Background: an optimization exercise with open tools, aiming at small area. Do not read the settings as production practice. The RTL was checked by simulation tests, not by an equivalence proof against the original design. Power and IR drop assume default switching activity.

==> flow/config.mk <==
export PLATFORM = sky130hd
export DESIGN_NAME = periph_subsys
export DESIGN_NICKNAME = periph_subsys
export VERILOG_FILES = /design/flow/design.v
export SDC_FILE = /design/flow/constraint.sdc
export NUM_CORES = 4
export LEC_CHECK = 0
export CAP_MARGIN = 20
export CORE_MARGIN = 2
export CORE_UTILIZATION = 65
export SLEW_MARGIN = 20
==> flow/constraint.sdc <==
create_clock -name core_clock -period 5.0 [get_ports {clk}]
set_input_delay 1.0000 -clock core_clock [delete_from_list [all_inputs] [get_ports {clk}]]
set_output_delay 1.0000 -clock core_clock [all_outputs]
set_load 0.01 [all_outputs]
==> flow/design.v <==
package soc_bus_pkg;
	typedef logic [31:0] wb_adr_t;
	typedef logic [31:0] wb_dat_t;
	typedef logic [3:0]  wb_sel_t;
	typedef enum logic [1:0] {
		SLV_TIMER = 2'd0,
		SLV_GPIO  = 2'd1,
		SLV_NONE  = 2'd2
	} slave_sel_e;
	function automatic wb_dat_t wb_merge(wb_dat_t old_val, wb_dat_t new_val, wb_sel_t sel);
		wb_dat_t res;
		res = old_val;
		for (int i = 0; i < 4; i++) begin
			if (sel[i]) begin
				res[8*i +: 8] = new_val[8*i +: 8];
			end
		end
		wb_merge = res;
	endfunction
endpackage
package soc_periph_pkg;
	typedef enum logic [2:0] {
		TCR0 = 3'd0,
		CMP0 = 3'd1,
		CNT0 = 3'd2,
		TCR1 = 3'd4,
		CMP1 = 3'd5,
		CNT1 = 3'd6
	} timer_reg_e;
	typedef struct packed {
		logic trig;
		logic irqen;
		logic ar;
		logic en;
	} timer_ctrl_t;
	localparam int TCR_EN    = 0;
	localparam int TCR_AR    = 1;
	localparam int TCR_IRQEN = 2;
	localparam int TCR_TRIG  = 3;
	typedef enum logic [2:0] {
		GPIO_IN       = 3'd0,
		GPIO_OUT      = 3'd1,
		GPIO_OE       = 3'd2,
		GPIO_IRQ_MASK = 3'd3,
		GPIO_IRQ_STAT = 3'd4
	} gpio_reg_e;
endpackage
module periph_subsys
(
	input  logic        clk,
	input  logic        rst_n_i,
	input  soc_bus_pkg::wb_adr_t     wb_adr_i,
	input  soc_bus_pkg::wb_dat_t     wb_dat_i,
	input  soc_bus_pkg::wb_sel_t     wb_sel_i,
	input  logic        wb_we_i,
	input  logic        wb_cyc_i,
	input  logic        wb_stb_i,
	output soc_bus_pkg::wb_dat_t     wb_dat_o,
	output logic        wb_ack_o,
	input  logic [31:0] gpio_in_i,
	output logic [31:0] gpio_out_o,
	output logic [31:0] gpio_oe_o,
	output logic [2:0]  irq_n_o
);
	logic        sel_tmr, sel_gpio;
	logic        acc, wr;
	logic [2:0]  ri;
	logic [31:0] bmask;
	assign sel_tmr  = wb_adr_i[31:17] == 15'h7001;
	assign sel_gpio = wb_adr_i[31:17] == 15'h7002;
	assign ri       = wb_adr_i[4:2];
	assign acc      = wb_cyc_i & wb_stb_i & ~wb_ack_o;
	assign wr       = acc & wb_we_i;
	assign bmask    = {{8{wb_sel_i[3]}}, {8{wb_sel_i[2]}}, {8{wb_sel_i[1]}}, {8{wb_sel_i[0]}}};
	always_ff @(posedge clk or negedge rst_n_i) begin
		if (!rst_n_i) wb_ack_o <= 1'b0;
		else          wb_ack_o <= acc;
	end
	logic [1:0]       t_en, t_ar, t_ie, t_trig;
	logic [1:0][31:0] cmp, cnt;
	logic [1:0]       hit, w_tcr, w_cmp, w_cnt;
	always_comb begin
		for (int ch = 0; ch < 2; ch++) begin
			hit[ch]   = t_en[ch] && (cnt[ch] == cmp[ch]);
			w_tcr[ch] = wr & sel_tmr & (ri == {ch[0], 2'd0}) & wb_sel_i[0];
			w_cmp[ch] = wr & sel_tmr & (ri == {ch[0], 2'd1});
			w_cnt[ch] = wr & sel_tmr & (ri == {ch[0], 2'd2});
		end
	end
	logic [1:0][31:0] cnt_nx, cy;
	logic [1:0][3:0]  gci;
	logic [1:0][2:0]  g1s;
	always_comb begin
		for (int ch = 0; ch < 2; ch++) begin
			for (int g = 0; g < 3; g++)
				g1s[ch][g] = &cnt[ch][8*g +: 8];
			gci[ch][0] = t_en[ch] & ~hit[ch];
			gci[ch][1] = gci[ch][0] & g1s[ch][0];
			gci[ch][2] = gci[ch][0] & g1s[ch][0] & g1s[ch][1];
			gci[ch][3] = gci[ch][0] & g1s[ch][0] & g1s[ch][1] & g1s[ch][2];
			for (int i = 0; i < 32; i++)
				cy[ch][i] = (i % 8 == 0) ? gci[ch][i / 8] : (cy[ch][i-1] & cnt[ch][i-1]);
			if (w_cnt[ch])
				cnt_nx[ch] = (cnt[ch] & ~bmask) | (wb_dat_i & bmask);
			else if (hit[ch] && t_ar[ch])
				cnt_nx[ch] = '0;
			else
				cnt_nx[ch] = cnt[ch] ^ cy[ch];
		end
	end
	always_ff @(posedge clk or negedge rst_n_i) begin
		if (!rst_n_i) begin
			t_en   <= '0;
			t_ar   <= '0;
			t_ie   <= '0;
			t_trig <= '0;
			cmp    <= '0;
			cnt    <= '0;
		end else begin
			for (int ch = 0; ch < 2; ch++) begin
				if (w_tcr[ch]) begin
					t_en[ch] <= wb_dat_i[0];
					t_ar[ch] <= wb_dat_i[1];
					t_ie[ch] <= wb_dat_i[2];
				end else if (hit[ch] && !t_ar[ch]) begin
					t_en[ch] <= 1'b0;
				end
				t_trig[ch] <= hit[ch] | (t_trig[ch] & ~(w_tcr[ch] & wb_dat_i[3]));
				if (w_cmp[ch])
					cmp[ch] <= (cmp[ch] & ~bmask) | (wb_dat_i & bmask);
				cnt[ch] <= cnt_nx[ch];
			end
		end
	end
	logic [31:0] in_meta, in_sync, in_prev, irq_mask, irq_stat, stat_clr;
	logic        w_out, w_oe, w_mask;
	assign w_out    = wr & sel_gpio & (ri == 3'd1);
	assign w_oe     = wr & sel_gpio & (ri == 3'd2);
	assign w_mask   = wr & sel_gpio & (ri == 3'd3);
	assign stat_clr = (wr & sel_gpio & (ri == 3'd4)) ? (wb_dat_i & bmask) : '0;
	always_ff @(posedge clk or negedge rst_n_i) begin
		if (!rst_n_i) begin
			in_meta    <= '0;
			in_sync    <= '0;
			gpio_out_o <= '0;
			gpio_oe_o  <= '0;
			irq_mask   <= '0;
			irq_stat   <= '0;
		end else begin
			in_meta <= gpio_in_i;
			in_sync <= in_meta;
			if (w_out)  gpio_out_o <= (gpio_out_o & ~bmask) | (wb_dat_i & bmask);
			if (w_oe)   gpio_oe_o  <= (gpio_oe_o & ~bmask) | (wb_dat_i & bmask);
			if (w_mask) irq_mask   <= (irq_mask & ~bmask) | (wb_dat_i & bmask);
			irq_stat <= (irq_stat & ~stat_clr) | (in_sync & ~in_prev & irq_mask);
		end
	end
	always_ff @(posedge clk) begin
		in_prev <= in_sync;
	end
	assign irq_n_o = {~(t_trig[1] & t_ie[1]), ~|irq_stat, ~(t_trig[0] & t_ie[0])};
	logic [31:0] rd;
	logic [10:0] rs;
	always_comb begin
		rs[0]  = sel_tmr  & (ri == 3'd0);
		rs[1]  = sel_tmr  & (ri == 3'd1);
		rs[2]  = sel_tmr  & (ri == 3'd2);
		rs[3]  = sel_tmr  & (ri == 3'd4);
		rs[4]  = sel_tmr  & (ri == 3'd5);
		rs[5]  = sel_tmr  & (ri == 3'd6);
		rs[6]  = sel_gpio & (ri == 3'd0);
		rs[7]  = sel_gpio & (ri == 3'd1);
		rs[8]  = sel_gpio & (ri == 3'd2);
		rs[9]  = sel_gpio & (ri == 3'd3);
		rs[10] = sel_gpio & (ri == 3'd4);
		rd = ({32{rs[1]}}  & cmp[0])     | ({32{rs[2]}} & cnt[0])
		   | ({32{rs[4]}}  & cmp[1])     | ({32{rs[5]}} & cnt[1])
		   | ({32{rs[6]}}  & in_sync)    | ({32{rs[7]}} & gpio_out_o)
		   | ({32{rs[8]}}  & gpio_oe_o)  | ({32{rs[9]}} & irq_mask)
		   | ({32{rs[10]}} & irq_stat)
		   | ({32{rs[0]}}  & {28'd0, t_trig[0], t_ie[0], t_ar[0], t_en[0]})
		   | ({32{rs[3]}}  & {28'd0, t_trig[1], t_ie[1], t_ar[1], t_en[1]});
	end
	always_ff @(posedge clk) begin
		wb_dat_o <= rd;
	end
endmodule
==> flow/flow/run.sh <==
#!/bin/bash
# Own layout flow, built on the standard flow (standard.sh):
#  1. the standard synthesis, kept as std_synth.v for its register names
#  2. synthesis again with flow/synth.tcl (area-oriented ABC mapping)
#  3. flow/rename_flops.py gives the registers of 2 the names they have in 1
#     (if anything does not match, the standard netlist is used unchanged)
#  4. the rest of the standard flow, with minimum-size port buffers and a
#     clock tree without dummy loads
# Each step's output goes to a log file in this folder; ORFS's own per-step
# logs are under orfs/logs.
set -euo pipefail
W=$PWD
F=$W/flow
R=$W/orfs/results/$FLOW_PLATFORM/periph_subsys/base

bash standard.sh synth > $W/log_1_std_synth.log 2>&1
cp $R/1_2_yosys.v $W/std_synth.v

rm -f $R/1_2_yosys.v $R/1_2_yosys.sdc $R/1_synth.odb $R/1_synth.sdc
if AREA_ABC_SCRIPT=$F/area.abc bash standard.sh SYNTH_SCRIPT=$F/synth.tcl synth > $W/log_2_area_synth.log 2>&1 \
   && python3 $F/rename_flops.py $W/std_synth.v $R/1_2_yosys.v $W/area_synth.v > $W/log_3_rename.log 2>&1; then
  cp $W/area_synth.v $R/1_2_yosys.v
else
  echo "area synthesis not used" >> $W/log_3_rename.log
  cp $W/std_synth.v $R/1_2_yosys.v
fi
rm -f $R/1_synth.odb $R/1_synth.sdc
touch $R/1_2_yosys.sdc $R/1_2_yosys.v

bash standard.sh \
  "BUFFER_PORTS_ARGS=-buffer_cell sky130_fd_sc_hd__buf_1" \
  "CTS_ARGS=-sink_clustering_enable -repair_clock_nets -dont_use_dummy_load -buf_list {sky130_fd_sc_hd__clkbuf_8} -sink_clustering_size 16 -sink_clustering_max_diameter 60" \
  finish > $W/log_4_layout.log 2>&1
==> flow/flow/area.abc <==
strash
&get -n
&st
&syn2
&dch -f
&nf -a -R 1000
&put
strash
&get -n
&st
&dch -f
&nf -a -R 1000
&put
==> flow/flow/rename_flops.py <==
#!/usr/bin/env python3
"""rename_flops.py STD.v MINE.v OUT.v

Gives each register of MINE.v (a netlist of the same RTL, synthesized with a
different combinational mapping) the instance name that the standard synthesis
STD.v gives the register driving the same output net, so that the registers of
the two netlists pair by name. Auto-numbered names in MINE.v (_123_) are first
moved out of the way (_m123_). Exits non-zero, writing nothing, unless both
netlists hold the same registers: the same output nets, each in the same cell
type (drive strength aside)."""
import re
import sys

HDR = re.compile(r'^(\s*)(sky130_fd_sc_hd__\w+)\s+(\S+)(\s*\()', re.M)
FLOP = re.compile(r'sky130_fd_sc_hd__(e?df\w+|sdf\w+|dl\w+)_(\d+)$')


def flops(text):
    res = {}
    for m in HDR.finditer(text):
        typ, name = m.group(2), m.group(3)
        f = FLOP.match(typ)
        if not f:
            continue
        body = text[m.end():text.index(');', m.end())]
        q = re.search(r'\.Q\(\s*(\S+)\s*\)', body)
        if not q:
            sys.exit(f'no Q pin on {name}')
        if q.group(1) in res:
            sys.exit(f'two registers drive {q.group(1)}')
        res[q.group(1)] = (f.group(1), name)
    return res


std = open(sys.argv[1]).read()
mine = open(sys.argv[2]).read()
mine = re.sub(r'(?<![\w$\\])_(\d+)_(?![\w$])', r'_m\1_', mine)
fs, fm = flops(std), flops(mine)
if set(fs) != set(fm):
    sys.exit(f'register outputs differ: {sorted(set(fs) ^ set(fm))[:10]}')
for q in fs:
    if fs[q][0] != fm[q][0]:
        sys.exit(f'register on {q}: cell {fm[q][0]} here, {fs[q][0]} in the standard synthesis')
new = {fm[q][1]: fs[q][1] for q in fs}
taken = set(re.findall(r'(?:wire|input|output)\s+(?:\[[^\]]*\]\s*)?(\S+)\s*;', mine))
clash = taken & set(new.values())
if clash:
    sys.exit(f'names already used: {sorted(clash)[:10]}')


def sub(m):
    name = m.group(3)
    return m.group(1) + m.group(2) + ' ' + new.get(name, name) + m.group(4)


out = HDR.sub(sub, mine)
if set(n for _, n in flops(out).values()) != set(n for _, n in fs.values()):
    sys.exit('renaming failed')
open(sys.argv[3], 'w').write(out)
print(f'renamed {sum(1 for a, b in new.items() if a != b)} of {len(new)} registers')
==> flow/flow/synth.tcl <==
# Synthesis for the layout: the standard script (synth_recipe.tcl) with two
# changes to the combinational logic only. ABC maps with an area script
# (area.abc) in place of ORFS's delay script, and the opt passes that ORFS runs
# after Yosys's synth command do not fold register enables into the flip-flops
# (opt -nodffe -nosdff), which leaves the enable logic in a form ABC maps
# smaller. Registers keep their cells (no flip-flop with both enable and
# asynchronous reset exists here); run.sh gives them the standard names.
proc synth {args} { yosys synth -nofsm -noshare {*}$args }
proc opt {args} { yosys opt -nodffe -nosdff {*}$args }
proc abc {args} {
  set i [lsearch -exact $args -script]
  if {$i >= 0} { lset args [expr {$i + 1}] $::env(AREA_ABC_SCRIPT) }
  yosys abc {*}$args
}
source $::env(SCRIPTS_DIR)/synth.tcl
# left out here: clear keep_hierarchy, flatten, clean up, hide names made inside functions, write 1_2_yosys.v
==> flow/standard.sh <==
#!/bin/bash
# synth_recipe.tcl (not shown) runs the flow's synth.tcl, then flattens the netlist and writes it again
# the make line also repeats each setting of config.mk as NAME=value (left out here)
make -C /OpenROAD-flow-scripts/flow DESIGN_CONFIG=/design/flow/config.mk WORK_HOME=/design/flow/orfs CLKGATE_MAP_FILE= SYNTH_SCRIPT=/design/flow/synth_recipe.tcl "${@:-finish}"
==> summary.md, run 1 <==
| Metric | Value |
|---|---|
| Result of the run | timing/DRC/antenna clean |
| Pre-antenna DRT Iters | 7 |
| Crit-path cells | xor2_1 > nor4_1 > nand4_1 > o21ai_0 > nor3_1 > nand2_1 > nor3_1 > ha_1 > ha_1 > ha_1 > ha_1 > ha_1 > ha_1 > ha_1 > a22oi_1 > o21ai_0 |
| Port Buffer Count | between 150 and 200 |
| Antenna violations before repair | 2 |
| Worst skew pair latency | 630 ps |
| # H-tree levels | 1 |
| RSZ-0062 raised after global routing | false |
| Final hold violation count | 0 |
| Crit path DAT | 4700 ps |
| Post-CTS resize count | 0 |
| Max Buffers Root-to-Sink | 3 |
| Synth top area share | 52.07% |
| Syn avg cell area | 11.03 um^2 |
| Syn_nets | 1,594 |
| Setup CP Type | reg2reg |
| Most frequent cells in the layout | dfrtp_1 (329), o21ai_0 (284), nand2_1 (258) |
| Setup bufs post-CTS | 0 |
| Pin count of the biggest net entering global routing | 163 |
| Crit Path Max Fanout | 5 |
| Vias in the first global route | 13,170 |
| Nets | about 1,800 |
| Seq/Total Area, Yosys | 60.18% |
| Setup crit end kind | register |
| Dominant cells by area after synthesis | dfrtp_1 (52%), o21ai_0 (9.0%), dfxtp_1 (8.1%) |
| CTS Buf Count | 30 |
| Setup Skew | 45.83 ps |
| Synth warn | 1 |
| Synthesis-stage register bit count | 393 |
| I/O pin cnt | ~210 |
| Post-synthesis cell area | 0.01581 mm^2 |
| Initial core utilization | roughly two thirds |
| TritonCTS clock tree | yes |
| # diodes | 0 |
| Fraction of layout cells with a size suffix above 1 | 3.945% |
| CP most frequent cell | ha_1 |
| Register area | 0.009514 mm^2 |
| Clk sinks | 393 |
| Wire per inst | 24.24 um |
| Die width | 160.0 um |
| Setup violators final | 0 |
| Full die area | 0.02559 mm^2 |
| Fin crit share | 84.34% |
| Largest stage delay on the critical path | 670 ps |
| Startpoint types | register |
| Gp weighted congestion | 0.9565 |
| Clock period minus worst slack | 4217 ps |
| Area occupied by multi-input gates | 0.006306 mm^2 |
| Gr usage total | 38.03% |
| Core footprint | 0.02411 mm^2 |
| CTS clk-pin slew, worst paths | 90 ps |
| Peak supply drop | 0.2417 mV |
| Syn Inst Count | 1,433 |
| Cell Area, Placed | ~0.017 mm^2 |
| Commonest non-fill, non-tap cell in the layout | dfrtp_1 |
| Die Y | 160.0 um |
| Pwr Density | 276.3 mW/mm^2 |
| Hold crit path type | reg2reg |
| Top FF cell, synth | dfrtp_1 |
| Cell taking the most area after synthesis | dfrtp_1 |
| Final Instance Area | 0.01760 mm^2 |
| Hold Worst Slack | 346.7 ps |
| Synth unique cells | 33 |
| Root Buffer | clkbuf_8 |
| Area growth from synthesis to layout | 11.31% |
| Fmax | 237.1 MHz |
| Via Count | 13,390 |
| Fillers | between 1,500 and 2,000 |
| Drt total wl | 48.40 mm |
| Crit path required time | 5490 ps |
| Initial DRC count | 1,602 |
| Post-synth EDFFs | 0 |
| DRC viols | 0 |
| Remaining antenna violation count | 0 |
| P_leak | 7.565 nW |
| Total gr overflow | 0 |
| Final Slew Violations | 0 |
| Final setup TNS | 0 ps |
| Max_slew headroom | 31.58% |
| HPWL after DPL | 31.16 mm |
| Least-Margin Pin Slew | 1026 ps |
| First-pass GRT wire length | between 70 and 80 mm |
| Final WS setup | 783.0 ps |
| Routed vias/inst | 6.704 |
| Max cap viols | 0 |
| Std cell rows | 57 |
| CP max-delay cell | nor4_1 |
| Place WS | ~900 ps |
| Hold buffer count at cts | 0 |
| Share of synthesized flip-flops with an asynchronous set or reset | a little over four fifths |
-- final cells by class --
cell class	count	share of cell area, %
flip-flops and latches	393	54.06
well taps	324	2.304
multi-input cells	1032	35.83
clock buffers	30	2.346
repair buffers	210	5.283
inverters	8	0.1706
-- synthesized netlist by cell type (all sizes together) (8+ instances only) --
master / count
o21ai: 284
nand4: 53
nand3b: 11
dfxtp: 64
xor2: 40
xnor2: 24
a222oi: 32
a22oi: 148
nand2: 261
o211ai: 8
clkinv: 8
ha: 56
nor2: 34
nor4: 20
nor2b: 9
dfrtp: 329
mux2: 9
-- where the power goes --
part           leakage [nW]  internal, mW  switching, mW
clock                 0.216         0.534          0.964
sequential             4.80          3.21         0.0182
combinational          2.54        0.0264          0.112
-- routing by layer --
metal / vias to the layer above / global-route usage (%) / wire, um / part of all wire [%]
li1: 5824 / - / - / -
met1: 6578 / 53.43 / 18910 / 39
met2: 836 / 58.85 / 22080 / 46
met3: 146 / 8.935 / 5656 / 12
met4: 4 / 13.80 / 1733 / 3.6
met5: - / 0 / 20 / 0.041
-- path summary, 6_finish.rpt --
kind / start / to / slack (ps) / cells after the start
max: register / register / 780 / 16
min: in_meta[7] / in_sync[7] / 350 / 0
min reg2reg: in_meta[7] / in_sync[7] / 350 / 0
max in group asynchronous: rst_n_i / t_ie[1] / 3680 / 2
max reg2reg: register / register / 780 / 16
min in group asynchronous: rst_n_i / async pin / 470 / 2
-- critical path, delay by kind of cell (launching register included) --
kind            cells  cell delay [ps]
compound gates      3              690
xor+xnor            1              170
flops               1              460
simple gates        5             1350
fa+ha+maj           7             1400
-- cells by family (layout without fill, tap and decap cells) --
group                      count (synthesis)  in the layout  synth area share [%]
AOI/OAI and AO/OA                        486            486                 19.15
xor gates and xnor gates                  64             64                 3.545
adders and majority gates                 56             56                 4.432
buffers and inverters                      8            248                0.1899
DFF                                      393            393                 60.18
muxes                                      9              9                0.6410
and+or+nand+nor                          417            417                 11.86
-- through the flow --
stage / std cells / total power, mW / utilization [%]
floorplan: 1433 / 3.310 / -
global placement: 1967 / 3.426 / 71.29
detailed placement: 1967 / 3.429 / 71.29
CTS: 1997 / 4.867 / 73.00
global route: 1997 / 5.012 / 73.00
finish: 1997 / 4.862 / 73.00
==> run 2: changes to the inputs <==
--- a/flow/design.v
+++ b/flow/design.v
@@ -142,6 +142,7 @@
 		if (!rst_n_i) begin
 			in_meta    <= '0;
 			in_sync    <= '0;
+			in_prev    <= '0;
 			gpio_out_o <= '0;
 			gpio_oe_o  <= '0;
 			irq_mask   <= '0;
@@ -149,14 +150,12 @@
 		end else begin
 			in_meta <= gpio_in_i;
 			in_sync <= in_meta;
+			in_prev <= in_sync;
 			if (w_out)  gpio_out_o <= (gpio_out_o & ~bmask) | (wb_dat_i & bmask);
 			if (w_oe)   gpio_oe_o  <= (gpio_oe_o & ~bmask) | (wb_dat_i & bmask);
 			if (w_mask) irq_mask   <= (irq_mask & ~bmask) | (wb_dat_i & bmask);
 			irq_stat <= (irq_stat & ~stat_clr) | (in_sync & ~in_prev & irq_mask);
 		end
-	end
-	always_ff @(posedge clk) begin
-		in_prev <= in_sync;
 	end
 	assign irq_n_o = {~(t_trig[1] & t_ie[1]), ~|irq_stat, ~(t_trig[0] & t_ie[0])};
 	logic [31:0] rd;
--- a/flow/flow/run.sh
+++ b/flow/flow/run.sh
@@ -29,5 +29,5 @@
 
 bash standard.sh \
   "BUFFER_PORTS_ARGS=-buffer_cell sky130_fd_sc_hd__buf_1" \
-  "CTS_ARGS=-sink_clustering_enable -repair_clock_nets -dont_use_dummy_load -buf_list {sky130_fd_sc_hd__clkbuf_8} -sink_clustering_size 16 -sink_clustering_max_diameter 60" \
+  "CTS_ARGS=-sink_clustering_enable -repair_clock_nets -dont_use_dummy_load -buf_list {sky130_fd_sc_hd__clkbuf_8 sky130_fd_sc_hd__clkbuf_16} -root_buf sky130_fd_sc_hd__clkbuf_16 -sink_clustering_buffer sky130_fd_sc_hd__clkbuf_8 -sink_clustering_size 18 -sink_clustering_max_diameter 70" \
   finish > $W/log_4_layout.log 2>&1
--- a/flow/config.mk
+++ b/flow/config.mk
@@ -5,7 +5,7 @@
 export SDC_FILE = /design/flow/constraint.sdc
 export NUM_CORES = 4
 export LEC_CHECK = 0
-export CAP_MARGIN = 20
+export CAP_MARGIN = 0
 export CORE_MARGIN = 2
-export CORE_UTILIZATION = 65
-export SLEW_MARGIN = 20
+export CORE_UTILIZATION = 55
+export SLEW_MARGIN = 0
==> run 2 against run 1 <==
Effect of this change:
- clock-buffer cell count fell by 4
- synthesized area rose by 1.0%
- first-iteration DRC count rose by 2.6%
- sequential power barely moved
- worst setup slack got worse by 110 ps
- clock skew fell by 16 ps
- sequential cell count did not move
==> summary.md, run 2 <==
| Metric | Value |
|---|---|
| Result of the run | timing/DRC/antenna clean |
| # H-tree levels | 1 (unchanged) |
| Commonest non-fill, non-tap cell in the layout | dfrtp_1 |
| Cell taking the most area after synthesis | dfrtp_1 |
| Gr usage total | 33.32% (-4.7 points) |
| Setup bufs post-CTS | 0 (unchanged) |
| Gp weighted congestion | 0.9213 (-3.7%) |
| Startpoint types | register |
| Crit path DAT | 4750 ps (+50 ps) |
| Fillers | 2,471 (+34%) |
| Initial DRC count | 1,644 (+2.6%) |
| Hold crit path type | in2async |
| Die width | 174.4 um (+9.0%) |
| Remaining antenna violation count | 0 (unchanged) |
| Port Buffer Count | 190 (unchanged) |
| Power, Total | 4.872 mW (+0.21%) |
| Switch share | 22.70% (+0.21 points) |
| Synth top area share | 56.57% (+4.5 points) |
| Crit Path Max Fanout | 5 (unchanged) |
| Antenna violations before repair | 3 (+1) |
| DRC viols | 0 (unchanged) |
| Nets | 1,840 (+0.22%) |
| Root Buffer | clkbuf_16 |
| Syn Inst Count | 1,433 (unchanged) |
| Comb pwr share | 2.9% (about the same) |
| Max cap viols | 0 (unchanged) |
| Vias in the first global route | 12,620 (-4.2%) |
| HPWL after DPL | 32.74 mm (+5.1%) |
| First-pass GRT wire length | 77.04 mm (+2.5%) |
| Top FF cell, synth | dfrtp_1 |
| Syn_nets | 1,594 (unchanged) |
| Max Buffers Root-to-Sink | 3 (unchanged) |
| Dominant cells by area after synthesis | dfrtp_1 (57%), o21ai_0 (8.9%), a22oi_1 (7.0%) |
| Hold buffer count at cts | 0 (unchanged) |
| Synth Area in Adders | 4.387% (-0.044 points) |
| Synth warn | 1 (unchanged) |
| Largest family of logic cells by synthesized area | compound AO/OA/AOI/OAI gates |
| Pre-antenna DRT Iters | 9 (+2) |
| Final Instance Area | 0.01787 mm^2 (+1.6%) |
| Syn avg cell area | 11.14 um^2 (+1.0%) |
| Pin count of the biggest net entering global routing | 117 (-28%) |
| Post-synth EDFFs | 0 (unchanged) |
| Routed vias/inst | 6.400 (-4.5%) |
| Least-Margin Pin Slew | 1019 ps (-7.255 ps) |
| Max_slew headroom | 31.83% (+0.24 points) |
| Fin crit share | 86.48% (+2.1 points) |
| Final setup TNS | 0 ps (unchanged) |
| Clock period minus worst slack | 4324 ps (+106.7 ps) |
| Core footprint | 0.02863 mm^2 (+19%) |
| TritonCTS clock tree | yes |
| Drt total wl | 50.44 mm (+4.2%) |
| Most common cell in the netlist | dfrtp_1 |
| Worst skew pair latency | 540 ps (-90 ps) |
| Clk pwr share | 30.8% (about the same) |
| Compound-Gate Fraction of Synth Area | 18.96% (-0.19 points) |
| Pwr Density | 272.6 mW/mm^2 (-1.3%) |
| Sequential cell fraction of total power | 66.3% (about the same) |
| XOR/XNOR share of the synthesized area | 3.510% (-0.036 points) |
| R2R setup slack | 680 ps (-110 ps) |
| Area growth from synthesis to layout | 11.91% |
| Final WS setup | 676.2 ps (-106.7 ps) |
| Final hold violation count | 0 (unchanged) |
| Mux cell area share after synthesis | 0.6346% (-0.0064 points) |
| Internal | 3.766 mW (about the same) |
| Synth unique cells | 33 (unchanged) |
| RSZ-0062 raised after global routing | false |
| Post-CTS resize count | 0 (unchanged) |
| Post-synthesis cell area | 0.01597 mm^2 (+1.0%) |
| Std cell rows | 62 (+8.8%) |
| Cell Area, Placed | 0.01748 mm^2 (+1.7%) |
| Fmax | 231.3 MHz (-2.5%) |
| Hold Worst Slack | 333.0 ps (-13.67 ps) |
| Setup Skew | 29.57 ps (-16.26 ps) |
| Setup violators final | 0 (unchanged) |
| Die Y | 174.4 um (+9.0%) |
| Post-synth top cells | dfrtp_1 (361), o21ai_0 (284), nand2_1 (261) |
| Final Slew Violations | 0 (unchanged) |
| Share of synthesized flip-flops with an asynchronous set or reset | 91.86% (+8.1 points) |
| Setup crit end kind | register |
| Peak supply drop | 0.2215 mV (-8.3%) |
| Clk sinks | 393 (unchanged) |
| Most frequent cells in the layout | dfrtp_1 (361), o21ai_0 (284), nand2_1 (258) |
| Wire per inst | 24.46 um (+0.93%) |
| Seq/Total Area, Yosys | 60.58% (+0.40 points) |
| Total gr overflow | 0 (unchanged) |
| Full die area | 0.03042 mm^2 (+19%) |
| Synthesis-stage register bit count | 393 (unchanged) |
| Fraction of layout cells with a size suffix above 1 | 4.055% (+0.11 points) |
| Crit path required time | 5420 ps (-70 ps) |
| Via Count | 13,200 (-1.4%) |
| I/O pin cnt | 205 (unchanged) |
| CTS Buf Count | 26 (-13%) |
| Place WS | 871.6 ps (-16.58 ps) |
| Synth Area in Simple Gates | 11.74% (-0.12 points) |
| P_leak | 7.698 nW (+1.8%) |
| CTS clk-pin slew, worst paths | 120 ps (+30 ps) |
| Initial core utilization | 55.79% (-9.8 points) |
| Setup CP Type | reg2reg |
| NetSw | 1.106 mW (+1.1%) |
run 2: changes by cell type after synthesis:
cell | before | now
dfxtp_1 | 64 | 32
dfrtp_1 | 329 | 361
run 2: cell families after synthesis:
logic type,Yosys count
flip-flops,393
multiplexers,9
AND/OR/NAND/NOR,417
AO/OA/AOI/OAI,486
adder cells (fa/ha/maj),56
buffers and inverters,8
XOR/XNOR,64
run 2: routing by layer:
| metal | wire length (um) | up-vias | global-route usage (%) |
|---|---|---|---|
| li1 | - | 5836 | - |
| met4 | 1878 | 4 | 11.45 |
| met2 | 22290 | 684 | 49.74 |
| met1 | 21170 | 6558 | 48.62 |
| met5 | 27 | - | 0 |
| met3 | 5073 | 115 | 7.196 |
run 2: path summary, 6_finish.rpt:
kind | endpoint | cells past startpoint
min in group core_clock | in_sync[10] | 0
setup reg to reg | register | 16
hold reg to reg | in_sync[10] | 0
max in group asynchronous | in_sync[12] | 2
hold / removal | async pin | 1
setup / recovery | register | 16
run 2: power groups by stage:
stage	Combinational (mW)	Clock, mW	Sequential, mW
after global placement	0.146	0	3.29
final	0.143	1.50	3.23
after CTS	0.148	1.53	3.23
after floorplan	0.0252	0	3.29
after global routing	0.163	1.64	3.24
after detailed placement	0.147	0	3.29
run 2: area by class of cell:
| cell class | count | area, um^2 | area share (%) |
|---|---|---|---|
| Timing Repair Buffer | 218 | 989.7 | 5.538 |
| Multi-Input combinational cell | 1032 | 6304 | 35.27 |
| Sequential cell | 393 | 9674 | 54.13 |
| Antenna cell | 1 | 2.502 | 0.01400 |
| Clock buffer | 26 | 391.6 | 2.191 |
| Inverter | 8 | 30.03 | 0.1680 |
| Tap cell | 384 | 480.5 | 2.688 |
run 2: worst max-delay path, cell delays in order, from the launching register on:
cell and delay [ps]:
dfrtp_1 460, xor2_1 170, nor4_1 860, nand4_1 230
o21ai_0 370, nor3_1 160, nand2_1 180, nor3_1 110
ha_1 200, ha_1 190, ha_1 190, ha_1 180
ha_1 200, ha_1 190, ha_1 270, a22oi_1 150
o21ai_0 110
run 2: per-stage QoR:
stage,cells,util [%]
2_1_floorplan,1433,-
3_3_place_gp,2035,61.06
3_5_place_dp,2035,61.06
4_1_cts,2061,62.43
5_1_grt,2061,62.43
6_report,2062,62.44

## port drivers added, routing unchanged
How much do the figures lean on ideal ports? The routed layouts below were timed once more, with nothing changed but the port constraints.
Step 1 assumes that a clkbuf_16 drives the clock port and a buf_2 every other input.
Step 2 times the ports against the registers' clock, not the clock port: input delays grow and output delays shrink by t, the midpoint of the rising clock arrivals with the driver on.
Slacks: ideal ports / drivers / drivers and shift; pairs: ideal ports / drivers.
run | t, ns | setup WS [ns] | clock arrival spread, ns
run 1 | 0.656 | 0.783 / 0.783 / 0.783 | 0.046 / 0.046
run 2 | 0.577 | 0.676 / 0.676 / 0.676 | 0.029 / 0.029
After both steps setup and hold are still met in every run listed.
